Background: an optimization exercise with open tools, aiming at small area, a short achievable clock period and few clock cycles. Do not read the settings as production practice. Where RTL was checked, it was by simulation tests only, not by an equivalence proof against the original. Power is estimated from default activity; no workload was simulated.

==> job 1213 <==
==> flow/design.v (excerpt) <==
module neuron_pe #(
    parameter int DW    = 8,
    parameter int WW    = 8,
    parameter int LANES = 8,
    parameter int ACCW  = 24,
    parameter int NW    = 16,
    parameter int SHW   = 4
) (
    input  logic                    clk,
    input  logic                    rst,
    input  logic                    start,
    input  logic [NW-1:0]           n_len,
    input  logic [SHW-1:0]          shift,
    input  logic [1:0]              act_mode,
    input  logic [LANES*ACCW-1:0]   bias,
    input  logic                    in_valid,
    output logic                    in_ready,
    input  logic [DW-1:0]           in_data,
    input  logic [LANES*WW-1:0]     weight,
    output logic                    out_valid,
    input  logic                    out_ready,
    output logic [LANES*DW-1:0]     out_data,
    output logic                    busy
);
==> module neuron_pe, before the edit <==
module neuron_pe #(
    parameter int DW    = 8,
    parameter int WW    = 8,
    parameter int LANES = 8,
    parameter int ACCW  = 24,
    parameter int NW    = 16,
    parameter int SHW   = 4
) (
    input  logic                    clk,
    input  logic                    rst,
    input  logic                    start,
    input  logic [NW-1:0]           n_len,
    input  logic [SHW-1:0]          shift,
    input  logic [1:0]              act_mode,
    input  logic [LANES*ACCW-1:0]   bias,
    input  logic                    in_valid,
    output logic                    in_ready,
    input  logic [DW-1:0]           in_data,
    input  logic [LANES*WW-1:0]     weight,
    output logic                    out_valid,
    input  logic                    out_ready,
    output logic [LANES*DW-1:0]     out_data,
    output logic                    busy
);
    logic           job_reg;     
    logic           rdy_reg;     
    logic [NW-1:0]  rem_reg;     
    logic           tok_reg;     
    logic           fin_reg;     
    logic           cap_reg;     
    logic           ov_reg;      
    logic [SHW-1:0] shift_reg, shift_cap;
    logic [1:0]     mode_reg, mode_cap;
    logic [3:0]     neg_reg, one_reg, two_reg;
    logic           free_reg;    
    logic beat, last_beat, free;
    assign beat      = in_valid && rdy_reg;
    assign last_beat = beat && (rem_reg == NW'(1));
    assign free      = free_reg;
    assign in_ready  = rdy_reg;
    assign out_valid = ov_reg;
    assign busy      = !free;
    logic job_nx, fin_nx, ov_nx;
    always_comb begin
        job_nx = free ? start : job_reg;
        fin_nx = !free && (fin_reg || tok_reg);
        ov_nx  = cap_reg || (ov_reg && !out_ready);
    end
    always_ff @(posedge clk) begin
        if (rst) free_reg <= 1'b1;
        else     free_reg <= !job_nx || (fin_nx && !ov_nx);
    end
    always_ff @(posedge clk) begin
        if (rst) begin
            job_reg <= 1'b0;
            rdy_reg <= 1'b0;
            tok_reg <= 1'b0;
            fin_reg <= 1'b0;
            cap_reg <= 1'b0;
            ov_reg  <= 1'b0;
        end else begin
            cap_reg <= free && job_reg;
            if (free) begin
                job_reg <= start;
                rdy_reg <= start && (n_len != '0);
                tok_reg <= start && (n_len == '0);
                fin_reg <= 1'b0;
            end else begin
                if (last_beat) rdy_reg <= 1'b0;
                tok_reg <= last_beat;
                if (tok_reg) fin_reg <= 1'b1;
            end
            if (cap_reg)        ov_reg <= 1'b1;
            else if (out_ready) ov_reg <= 1'b0;
        end
    end
    always_ff @(posedge clk) begin
        if (free) begin
            shift_reg <= shift;
            mode_reg  <= act_mode;
            shift_cap <= shift_reg;
            mode_cap  <= mode_reg;
            rem_reg   <= n_len;
        end else if (beat) begin
            rem_reg   <= rem_reg - NW'(1);
        end
    end
    always_ff @(posedge clk) begin
        for (int i = 0; i < 4; i++) begin
            logic b2, b1, b0;
            b2 = in_data[2*i+1];
            b1 = in_data[2*i];
            b0 = (i == 0) ? 1'b0 : in_data[2*i-1];
            neg_reg[i] <= beat && b2;
            one_reg[i] <= beat && (b1 ^ b0);
            two_reg[i] <= beat && ((b2 && !b1 && !b0) || (!b2 && b1 && b0));
        end
    end
    logic [15:0] shift_mask;
    always_comb begin
        for (int k = 0; k < 16; k++) shift_mask[k] = (k >= int'(shift_cap));
    end
    for (genvar gi = 0; gi < LANES; gi++) begin : g_lane
        neuron_lane u_lane (
            .clk      (clk),
            .free     (free),
            .job      (job_reg),
            .cap      (cap_reg),
            .bias     (bias[gi*ACCW +: ACCW]),
            .neg      (neg_reg),
            .one      (one_reg),
            .two      (two_reg),
            .weight   (weight[gi*WW +: WW]),
            .shift    (shift_cap),
            .m        (shift_mask),
            .act_mode (mode_cap),
            .out_data (out_data[gi*DW +: DW])
        );
    end
endmodule
make LEC_CHECK=0 ABC_CLOCK_PERIOD_IN_PS=2500 CAP_MARGIN=20 CORE_MARGIN=2 CORE_UTILIZATION=40 SETUP_SLACK_MARGIN=3.0 SLEW_MARGIN=20 finish   # period 6.0 ns
run.sh (not shown) runs the stock make flow with config.mk's settings and CLKGATE_MAP_FILE= SYNTH_SCRIPT=/design/flow/synth_recipe.tcl, a recipe that flattens the netlist after the stock synthesis.
==> job 7600: changes against job 1213 <==
--- a/flow/design.v
+++ b/flow/design.v
@@ -287,55 +287,36 @@
     assign fc124 = fc118 & fs121;
     assign fs125 = 1'b1 ^ s_in[23] ^ c_reg[23];
     assign fs126 = fc122 ^ fs125;
     assign s_nx = {fc124, fc120, fc116, fc112, fc108, fc104, fs103, fs99, fc92, fs91, fc80, fs79, fc64, fc56, fc48, fc40, fc32, fc24, fc18, fc12, fs9, fc4, t0[1], fs1};
     assign c_nx = {fs126, fs123, fs119, fs115, fs111, fs107, fc100, fc96, fs95, fc86, fs85, fc72, fs71, fs63, fs55, fs47, fs39, fs31, fs23, fs17, fs11, fs7, fs3, t0[0]};
-    logic [23:0] sum_sc, pg_g, pg_p;
-    always_comb begin
-        pg_g = s_reg & c_reg;
-        pg_p = s_reg ^ c_reg;
-        for (int l = 1; l < 24; l = l * 2)
-            for (int i = 0; i < 24; i++)
-                if ((i / l) % 2 == 1) begin
-                    pg_g[i] = pg_g[i] | (pg_p[i] & pg_g[(i / l) * l - 1]);
-                    pg_p[i] = pg_p[i] & pg_p[(i / l) * l - 1];
-                end
-        sum_sc[0] = s_reg[0] ^ c_reg[0];
-        for (int i = 1; i < 24; i++) sum_sc[i] = s_reg[i] ^ c_reg[i] ^ pg_g[i-1];
-    end
     always_ff @(posedge clk) begin
         if (!free && !cap) begin
             s_reg <= s_nx;
             c_reg <= c_nx;
         end else begin
-            s_reg <= (free && job) ? sum_sc : 24'd0;
+            s_reg <= (free && job) ? s_reg + c_reg : 24'd0;
             c_reg <= free ? bias : c_reg;
         end
     end
-    logic [14:0] a4;
-    logic [10:0] a2;
-    logic [8:0]  a1;
-    logic [7:0]  r;
+    logic signed [23:0] s_sg;
+    logic [23:0] r;
     logic [15:0] eqm;
-    logic        sgn, fits, pos, relu, step, zero, use_r;
+    logic        sgn, fits, pos;
     logic [7:0]  res;
     always_comb begin
-        sgn = s_reg[23];
-        for (int k = 0; k < 15; k++) a4[k] = shift[3] ? ((k + 8 <= 23) ? s_reg[k+8] : sgn) : s_reg[k];
-        for (int k = 0; k < 11; k++) a2[k] = shift[2] ? a4[k+4] : a4[k];
-        for (int k = 0; k < 9; k++)  a1[k] = shift[1] ? a2[k+2] : a2[k];
-        for (int k = 0; k < 8; k++)  r[k]  = shift[0] ? a1[k+1] : a1[k];
+        s_sg = s_reg;
+        r    = s_sg >>> shift;
+        sgn  = s_reg[23];
         for (int k = 0; k < 16; k++) eqm[k] = !m[k] || (s_reg[k+7] == sgn);
-        fits  = &eqm;
-        pos   = !sgn && ((|s_reg[22:15]) || (|(s_reg[14:0] & m[14:0])));
-        relu  = (act_mode == neuron_pkg::ACT_RELU);
-        step  = (act_mode == neuron_pkg::ACT_STEP);
-        use_r = fits && !step && !(relu && sgn);
-        zero  = (relu && sgn) || step;
-        res[7] = use_r ? r[7] : (!zero && sgn);
-        for (int k = 1; k < 7; k++) res[k] = use_r ? r[k] : (!zero && !sgn);
-        res[0] = use_r ? r[0] : (step ? pos : (!zero && !sgn));
+        fits = &eqm;
+        pos  = !sgn && ((|s_reg[22:15]) || (|(s_reg[14:0] & m[14:0])));
+        case (act_mode)
+            neuron_pkg::ACT_RELU: res = sgn ? 8'h00 : (fits ? r[7:0] : 8'h7f);
+            neuron_pkg::ACT_STEP: res = {7'd0, pos};
+            default:              res = fits ? r[7:0] : (sgn ? 8'h80 : 8'h7f);
+        endcase
     end
     always_ff @(posedge clk) begin
         if (cap) out_reg <= res;
     end
     assign out_data = out_reg;
Settings changed: SETUP_SLACK_MARGIN 3.0 to 3.4.
==> job 9337: changes against job 1213 <==
Settings changed: SETUP_SLACK_MARGIN 3.0 to 3.4.
==> job 1488: changes against job 1213 <==
--- a/flow/design.v
+++ b/flow/design.v
@@ -371,28 +371,35 @@
     logic           fin_reg;     
     logic           cap_reg;     
     logic           ov_reg;      
     logic [SHW-1:0] shift_reg, shift_cap;
     logic [1:0]     mode_reg, mode_cap;
-    logic [3:0]     neg_reg, one_reg, two_reg;
+    logic [3:0]     neg_reg, one_reg, two_reg;     
+    logic [3:0]     negn_reg, onen_reg, twon_reg;  
     logic           free_reg;    
+    logic           busy_reg;    
     logic beat, last_beat, free;
     assign beat      = in_valid && rdy_reg;
     assign last_beat = beat && (rem_reg == NW'(1));
     assign free      = free_reg;
     assign in_ready  = rdy_reg;
     assign out_valid = ov_reg;
-    assign busy      = !free;
+    assign busy      = busy_reg;
     logic job_nx, fin_nx, ov_nx;
     always_comb begin
         job_nx = free ? start : job_reg;
         fin_nx = !free && (fin_reg || tok_reg);
         ov_nx  = cap_reg || (ov_reg && !out_ready);
     end
     always_ff @(posedge clk) begin
-        if (rst) free_reg <= 1'b1;
-        else     free_reg <= !job_nx || (fin_nx && !ov_nx);
+        if (rst) begin
+            free_reg <= 1'b1;
+            busy_reg <= 1'b0;
+        end else begin
+            free_reg <= !job_nx || (fin_nx && !ov_nx);
+            busy_reg <= !(!job_nx || (fin_nx && !ov_nx));
+        end
     end
     always_ff @(posedge clk) begin
         if (rst) begin
             job_reg <= 1'b0;
             rdy_reg <= 1'b0;
@@ -419,44 +426,54 @@
     always_ff @(posedge clk) begin
         if (free) begin
             shift_reg <= shift;
             mode_reg  <= act_mode;
             shift_cap <= shift_reg;
+            mask_cap  <= shift_mask;
             mode_cap  <= mode_reg;
             rem_reg   <= n_len;
         end else if (beat) begin
             rem_reg   <= rem_reg - NW'(1);
         end
     end
-    always_ff @(posedge clk) begin
+    logic [3:0] neg_d, one_d, two_d;
+    always_comb begin
         for (int i = 0; i < 4; i++) begin
             logic b2, b1, b0;
             b2 = in_data[2*i+1];
             b1 = in_data[2*i];
             b0 = (i == 0) ? 1'b0 : in_data[2*i-1];
-            neg_reg[i] <= beat && b2;
-            one_reg[i] <= beat && (b1 ^ b0);
-            two_reg[i] <= beat && ((b2 && !b1 && !b0) || (!b2 && b1 && b0));
+            neg_d[i] = beat && b2;
+            one_d[i] = beat && (b1 ^ b0);
+            two_d[i] = beat && ((b2 && !b1 && !b0) || (!b2 && b1 && b0));
         end
     end
-    logic [15:0] shift_mask;
+    always_ff @(posedge clk) begin
+        neg_reg  <= neg_d;
+        one_reg  <= one_d;
+        two_reg  <= two_d;
+        negn_reg <= ~neg_d;
+        onen_reg <= ~one_d;
+        twon_reg <= ~two_d;
+    end
+    logic [15:0] shift_mask, mask_cap;
     always_comb begin
-        for (int k = 0; k < 16; k++) shift_mask[k] = (k >= int'(shift_cap));
+        for (int k = 0; k < 16; k++) shift_mask[k] = (k >= int'(shift_reg));
     end
     for (genvar gi = 0; gi < LANES; gi++) begin : g_lane
         neuron_lane u_lane (
             .clk      (clk),
             .free     (free),
             .job      (job_reg),
             .cap      (cap_reg),
             .bias     (bias[gi*ACCW +: ACCW]),
-            .neg      (neg_reg),
-            .one      (one_reg),
-            .two      (two_reg),
+            .neg      ((gi < LANES / 2) ? neg_reg : ~negn_reg),
+            .one      ((gi < LANES / 2) ? one_reg : ~onen_reg),
+            .two      ((gi < LANES / 2) ? two_reg : ~twon_reg),
             .weight   (weight[gi*WW +: WW]),
             .shift    (shift_cap),
-            .m        (shift_mask),
+            .m        (mask_cap),
             .act_mode (mode_cap),
             .out_data (out_data[gi*DW +: DW])
         );
     end
 endmodule
==> flow/flow/run.sh (new file) <==
#!/bin/bash
# The standard layout (the standard.sh, unchanged synthesis and steps),
# with one change: the port buffers that placement inserts on every input and
# output are sky130_fd_sc_hd__buf_1 instead of the tool's default pick
# (clkdlybuf4s50_1, a slower delay cell with almost three times the area).
# ORFS's own logs stay under orfs/logs/; make's output goes to make_*.log here.
set -euo pipefail
export BUFFER_PORTS_ARGS="-buffer_cell sky130_fd_sc_hd__buf_1"
bash standard.sh synth > make_synth.log 2>&1
bash standard.sh finish > make_finish.log 2>&1
==> flow/standard.sh (new file) <==
#!/bin/bash
# synth_recipe.tcl (not shown) runs the flow's synth.tcl, then flattens the netlist and writes it again
# the make line also repeats each setting of config.mk as NAME=value (left out here)
make -C /OpenROAD-flow-scripts/flow DESIGN_CONFIG=/design/flow/config.mk WORK_HOME=/design/flow/orfs CLKGATE_MAP_FILE= SYNTH_SCRIPT=/design/flow/synth_recipe.tcl "${@:-finish}"
Settings changed: CORE_UTILIZATION 40 to 60, PLACE_DENSITY set to 0.75.
removed: flow/run.sh
==> summary of the runs <==
In register-to-register slack, job 1488 and job 9337 hardly differ. Non-clock buffer count: job 1213 is lower than job 9337 (256). Between job 7600 and job 1488, the lower sequential cell count is in job 7600 (gap 28). The highest sequential power belongs to job 7600, the lowest to job 1213. The highest routed wire length belongs to job 7600, the lowest to job 1488. First-iteration DRC count: job 9337 is lower than job 7600 (14%). Of job 9337 and job 7600, job 7600 has the higher cell count (gap 10%, measured against job 7600). In job 1488 the synthesized area is smaller than in job 7600, by 5.8%.
==> figures <==
metric	job 1213	job 7600	job 1488	job 9337
Time the worst path needs with I/O delays and setup	3.12 ns	3.02 ns	3.11 ns	3.11 ns
Power per unit of standard cell area	328 mW/mm²	317 mW/mm²	338 mW/mm²	318 mW/mm²
Multiplexer share of the synthesized area	4.65%	4.35%	5.42%	4.65%
Flop-to-flop setup slack	2.88 ns	2.98 ns	2.89 ns	2.89 ns
Clock-pin slew of the registers on the worst-case setup and hold paths	0.06 ns	0.06 ns	0.06 ns	0.07 ns
Run status	complete, no violations	complete, no violations	complete, no violations	complete, no violations
Layout Skew	0.0209 ns	0.0306 ns	0.0365 ns	0.0360 ns
Highest attainable clock frequency	320 MHz	331 MHz	321 MHz	321 MHz
Top layer reached by signal wires	met4	met5	met5	met5
Area of the multi-input gates	0.0317 mm²	0.0391 mm²	0.0316 mm²	0.0345 mm²
Via count	41700	50300	41800	43800
Min-delay src	mode_reg[1]$_DFFE_PP_	mode_reg[0]$_DFFE_PP_	mode_reg[0]$_DFFE_PP_	mode_reg[0]$_DFFE_PP_
Post-synthesis xor/xnor area fraction	8.40%	8.89%	8.65%	8.40%
Worst R2R Path Depth	12	8	7	11
Register area share after synthesis	28.8%	26.6%	29.7%	28.8%
Share of the synthesized area in compound gates (AO/OA/AOI/OAI)	14.9%	18.9%	14.0%	14.9%
Critical path's slowest cell	sky130_fd_sc_hd__fa_1	sky130_fd_sc_hd__fa_2	sky130_fd_sc_hd__edfxtp_1	sky130_fd_sc_hd__fa_2
Testbench counts of job 1488, summed over its fixed seeds: cycles 9,187.
No functional check of the RTL was part of job 1213, job 7600 and job 9337.

re-timing with driven ports:
The results above use ideal ports. As a check the final layouts listed here were re-extracted and re-timed, cells and wires unchanged. Step 1 assumes that a clkbuf_16 drives the clock port and a buf_2 every other input. Step 2 moves the port delays by t, midway between the first and last clock arrival at a register: inputs arrive t later, outputs are due t later. That takes back most of the time a late clock gives input paths. Three values: ideal, step 1, step 2; two values: the first two.
| run | t (ns) | setup slack, ns | worst setup path after step 2 | worst register clock-pin slew, ns | cell pins on the clock port's net |
|---|---|---|---|---|---|
| job 1213 | 0.739 | 2.876 / 2.876 / 2.876 | register to register | 0.07 / 0.07 | 1 |
| job 7600 | 0.778 | 2.983 / 2.983 / 2.958 | input to register | 0.06 / 0.06 | 1 |
| job 9337 | 0.733 | 2.888 / 2.888 / 2.888 | register to register | 0.08 / 0.08 | 1 |
| job 1488 | 0.701 | 2.888 / 2.888 / 2.888 | register to register | 0.07 / 0.07 | 1 |
After both steps every run listed still meets setup and hold. The setup slack of job 7600, which loses most, moves by 0.000 ns with the drivers and by -0.025 ns with both steps.
